From an optimization exercise on the open Yosys and OpenROAD flow, aimed at small area; shortcuts taken in it are not production practice.
The RTL was checked by simulation tests, not by an equivalence proof against the original design.
Power and IR drop assume default switching activity.

==> inputs of v31 <==
// m68kCacheTop
module m68kCacheTop (
	input logic Clock,
	input logic Reset_L,
	input logic cpuAS_L,			 
	input logic cpuUDS_L,			 
	input logic cpuLDS_L,			 
	input logic cpuWE_L,			 
	input logic cpuDramSelect_H,		 
	input logic [31:0] cpuAddress,
	input logic [15:0] cpuWrData,
	output logic [15:0] cpuData,
	output logic DtackTo68k_L,
	output logic dramSelect_L,		 
	output logic dramAS_L,
	output logic dramUDS_L,
	output logic dramLDS_L,
	output logic dramWE_L,
	output logic [31:0] dramAddress,	 
	output logic [15:0] dramWrData,
	input logic dramDtack_L,
	input logic dramCAS_L,			 
	input logic dramRAS_L,			 
	input logic [15:0] dramData
);
==> module cacheArrays, before the edit <==
module cacheArrays
#(
	parameter int TagDepth = 8,
	parameter int DataDepth = 64
) (
	input logic Clock,
	input logic Reset_L,
	input cacheGeomPkg::setIdx_t setIdx,		 
	input cacheGeomPkg::wordIdx_t wordIdx,		 
	input cacheGeomPkg::setIdx_t rdSet,		 
	input cacheGeomPkg::wordIdx_t rdWord,		 
	input logic [cacheGeomPkg::TagWidth-1:0] reqTag,
	input cacheGeomPkg::wayMask_t tagWe,
	input cacheGeomPkg::wayMask_t dataWe,
	input logic validOut,
	input busPkg::word_t fillData,
	output cacheGeomPkg::wayMask_t hitMask,
	output cacheGeomPkg::wayMask_t validMask,
	output cacheGeomPkg::wayMask_t hitMaskQ,	 
	output cacheGeomPkg::wayMask_t validMaskQ,
	output busPkg::word_t cpuData			 
);
	localparam int NW = cacheGeomPkg::NumWays;
	localparam int NS = cacheGeomPkg::NumSets;
	localparam int TW = cacheGeomPkg::TagWidth;
	logic [2:0] ringT;
	always_ff @(posedge Clock or negedge Reset_L) begin
		if (!Reset_L)
			ringT <= '0;
		else
			ringT <= ringT + 3'd1;
	end
	logic [NW-1:0][NS-1:0] valid;
	always_ff @(posedge Clock) begin
		for (int w = 0; w < NW; w++)
			for (int s = 0; s < NS; s++)
				if (tagWe[w] && setIdx == 3'(s))
					valid[w][s] <= validOut;
	end
	logic [2:0] wrSlot7;
	logic [2:0] newPhase;
	logic [2:0] rdSlot;
	logic [NS-1:0] rdSlotDec;
	logic [NW-1:0][TW+2:0] tagRd;		 
	assign wrSlot7  = setIdx + ringT;		 
	assign newPhase = ringT - wordIdx + 3'd1;
	assign rdSlot   = rdSet + ringT;
	always_comb
		for (int r = 0; r < NS; r++)
			rdSlotDec[r] = (rdSlot == 3'(r));
	logic [NW-1:0][NS-1:0][TW+2:0] tRing;
	logic [NW-1:0][TW+2:0] tEntry;
	for (genvar w = 0; w < NW; w++) begin : tagWay
		logic ins;
		assign ins = dataWe[w] && wrSlot7 == 3'd7;
		ringEntry #(.Width(TW+3)) entry (
			.ins(ins), .hold(!ins),
			.newData({reqTag, newPhase}), .roundData(tRing[w][NS-1]),
			.d(tEntry[w])
		);
		tagSelect rd (
			.sel(rdSlotDec), .data(tRing[w]), .y(tagRd[w])
		);
	end
	always_ff @(posedge Clock) begin
		for (int w = 0; w < NW; w++) begin
			tRing[w][0] <= tEntry[w];
			for (int r = 1; r < NS; r++)
				tRing[w][r] <= tRing[w][r-1];
		end
	end
	logic [NS-1:0] rdSetDec;
	always_comb begin
		for (int s = 0; s < NS; s++)
			rdSetDec[s] = (rdSet == 3'(s));
		for (int w = 0; w < NW; w++) begin
			validMask[w] = |(valid[w] & rdSetDec);
			hitMask[w]   = validMask[w] && (tagRd[w][TW+2:3] == reqTag);
		end
	end
	logic [NW-1:0][7:0] posDec;
	always_comb begin
		for (int w = 0; w < NW; w++) begin
			logic [2:0] pos;
			pos = ringT - tagRd[w][2:0] - rdWord;
			for (int p = 0; p < 8; p++)
				posDec[w][p] = (pos == 3'(p));
		end
	end
	logic [NW-1:0][NS-1:0][7:0][15:0] dRing;
	logic [NW-1:0][NS-1:0][15:0] dEntry;
	for (genvar w = 0; w < NW; w++) begin : dataWay
		for (genvar s = 0; s < NS; s++) begin : dataSet
			logic ins;
			assign ins = dataWe[w] && setIdx == 3'(s);
			ringEntry #(.Width(16)) entry (
				.ins(ins), .hold(!ins),
				.newData(fillData), .roundData(dRing[w][s][7]),
				.d(dEntry[w][s])
			);
		end
	end
	always_ff @(posedge Clock) begin
		for (int w = 0; w < NW; w++)
			for (int s = 0; s < NS; s++) begin
				dRing[w][s][0] <= dEntry[w][s];
				for (int p = 1; p < 8; p++)
					dRing[w][s][p] <= dRing[w][s][p-1];
			end
	end
	busPkg::word_t lookData;
	logic [NW-1:0][15:0] wayData;
	logic [NW-1:0][NS-1:0][7:0] waySel;
	always_comb
		for (int w = 0; w < NW; w++)
			for (int s = 0; s < NS; s++)
				for (int p = 0; p < 8; p++)
					waySel[w][s][p] = rdSetDec[s] & posDec[w][p];
	for (genvar w = 0; w < NW; w++) begin : wayRd
		waySelect rd (.sel(waySel[w]), .data(dRing[w]), .y(wayData[w]));
	end
	hitSelect dataRd (.sel(hitMask), .data(wayData), .y(lookData));
	always_ff @(posedge Clock) begin
		hitMaskQ   <= hitMask;
		validMaskQ <= validMask;
		if (|dataWe) begin
			if (wordIdx == rdWord)
				cpuData <= fillData;
		end else
			cpuData <= lookData;
	end
endmodule
==> module ringEntry, before the edit <==
module ringEntry #(
	parameter int Width = 16
) (
	input logic ins,
	input logic hold,
	input logic [Width-1:0] newData,
	input logic [Width-1:0] roundData,
	output logic [Width-1:0] d
);
	assign d = ({Width{ins}} & newData) | ({Width{hold}} & roundData);
endmodule
clock: 12.0 ns
lec_check: 0
cap_margin: 20
core_margin: 2
core_utilization: 60
slew_margin: 20
synth_hierarchical: 1
synth_minimum_keep_size: 0
run.sh (not shown) runs the stock make flow with config.mk's settings and CLKGATE_MAP_FILE= SYNTH_SCRIPT=/design/flow/synth_recipe.tcl, a recipe that flattens the netlist after the stock synthesis.
==> v28: changes against v31 <==
--- a/flow/design.v
+++ b/flow/design.v
@@ -1736,11 +1736,20 @@
 		end
 	end
+	logic [2:0] uIdx;
+	logic [7:0] uDec;
+	logic [NW-1:0][7:0] cDec;
 	logic [NW-1:0][7:0] posDec;
+	assign uIdx = ringT - rdWord;
 	always_comb begin
+		for (int i = 0; i < 8; i++)
+			uDec[i] = (uIdx == 3'(i));
 		for (int w = 0; w < NW; w++) begin
-			logic [2:0] pos;
-			pos = ringT - tagRd[w][2:0] - rdWord;
-			for (int p = 0; p < 8; p++)
-				posDec[w][p] = (pos == 3'(p));
+			for (int j = 0; j < 8; j++)
+				cDec[w][j] = (tagRd[w][2:0] == 3'(j));
+			for (int p = 0; p < 8; p++) begin
+				posDec[w][p] = 1'b0;
+				for (int j = 0; j < 8; j++)
+					posDec[w][p] = posDec[w][p] | (cDec[w][j] & uDec[(j + p) % 8]);
+			end
 		end
 	end
Settings changed: CAP_MARGIN 20 to 10, CTS_CLUSTER_DIAMETER from default to 80, CTS_CLUSTER_SIZE from default to 30, SLEW_MARGIN 20 to 10.
==> v14: changes against v31 <==
--- a/flow/design.v
+++ b/flow/design.v
@@ -139,5 +139,10 @@
 	output logic [Width-1:0] d
 );
-	assign d = ({Width{ins}} & newData) | ({Width{hold}} & roundData);
+	for (genvar i = 0; i < Width; i++) begin : bitEntry
+		ao22g u (.a0(ins), .b0(newData[i]), .a1(hold), .b1(roundData[i]), .y(d[i]));
+	end
+endmodule
+module ao22g (input logic a0, input logic b0, input logic a1, input logic b1, output logic y);
+	assign y = (a0 & b0) | (a1 & b1);
 endmodule
 module aoi222 (input logic a0, input logic b0, input logic a1, input logic b1, input logic a2, input logic b2, output logic y);
@@ -1736,11 +1741,20 @@
 		end
 	end
+	logic [2:0] uIdx;
+	logic [7:0] uDec;
+	logic [NW-1:0][7:0] cDec;
 	logic [NW-1:0][7:0] posDec;
+	assign uIdx = ringT - rdWord;
 	always_comb begin
+		for (int i = 0; i < 8; i++)
+			uDec[i] = (uIdx == 3'(i));
 		for (int w = 0; w < NW; w++) begin
-			logic [2:0] pos;
-			pos = ringT - tagRd[w][2:0] - rdWord;
-			for (int p = 0; p < 8; p++)
-				posDec[w][p] = (pos == 3'(p));
+			for (int j = 0; j < 8; j++)
+				cDec[w][j] = (tagRd[w][2:0] == 3'(j));
+			for (int p = 0; p < 8; p++) begin
+				posDec[w][p] = 1'b0;
+				for (int j = 0; j < 8; j++)
+					posDec[w][p] = posDec[w][p] | (cDec[w][j] & uDec[(j + p) % 8]);
+			end
 		end
 	end
Settings changed: CAP_MARGIN 20 to 10, CORE_UTILIZATION 60 to 65, CTS_CLUSTER_DIAMETER from default to 70, CTS_CLUSTER_SIZE from default to 30, PLACE_DENSITY from default to 0.75, SLEW_MARGIN 20 to 10.
==> run summary <==
Non-clock buffer count, highest first: v14, v28, v31.
The highest synthesized cell count belongs to v28, the lowest to v14.
In combinational power, v31 and v28 hardly differ.
Clock skew, lowest first: v28, v14, v31.
Via count, highest first: v31, v14, v28.

[separate check: timing with driven ports]
In the flow no input, the clock included, has a driving cell. The finished layouts below were timed again as built, in two steps.
Step 1, drivers: a clkbuf_16 drives Clock and a buf_2 each remaining input, both assumed.
Step 2 adds t to the input delays and takes it off the output delays; t is the mean of the earliest and latest rising clock arrival at the registers after step 1. Input paths then give back, and output paths get back, about the clock's delay inside the block.
a / b / c = ideal ports / drivers / drivers and shift; a / b = the first two.
| run | t (ns) | setup slack, ns | worst hold slack (ns) | latest minus earliest clock arrival (ns) |
|---|---|---|---|---|
| v31 | 1.072 | 1.911 / 1.982 / 0.910 | 0.317 / 0.317 / 0.317 | 0.076 / 0.076 |
| v28 | 1.013 | 1.937 / 2.018 / 1.005 | 0.330 / 0.330 / 0.330 | 0.040 / 0.040 |
| v14 | 0.987 | 2.574 / 2.643 / 1.656 | 0.330 / 0.330 / 0.330 | 0.049 / 0.050 |
After both steps setup and hold are still met in every run listed. For v31, which loses most, drivers alone change the setup slack by +0.071 ns; drivers and shift together by -1.001 ns.
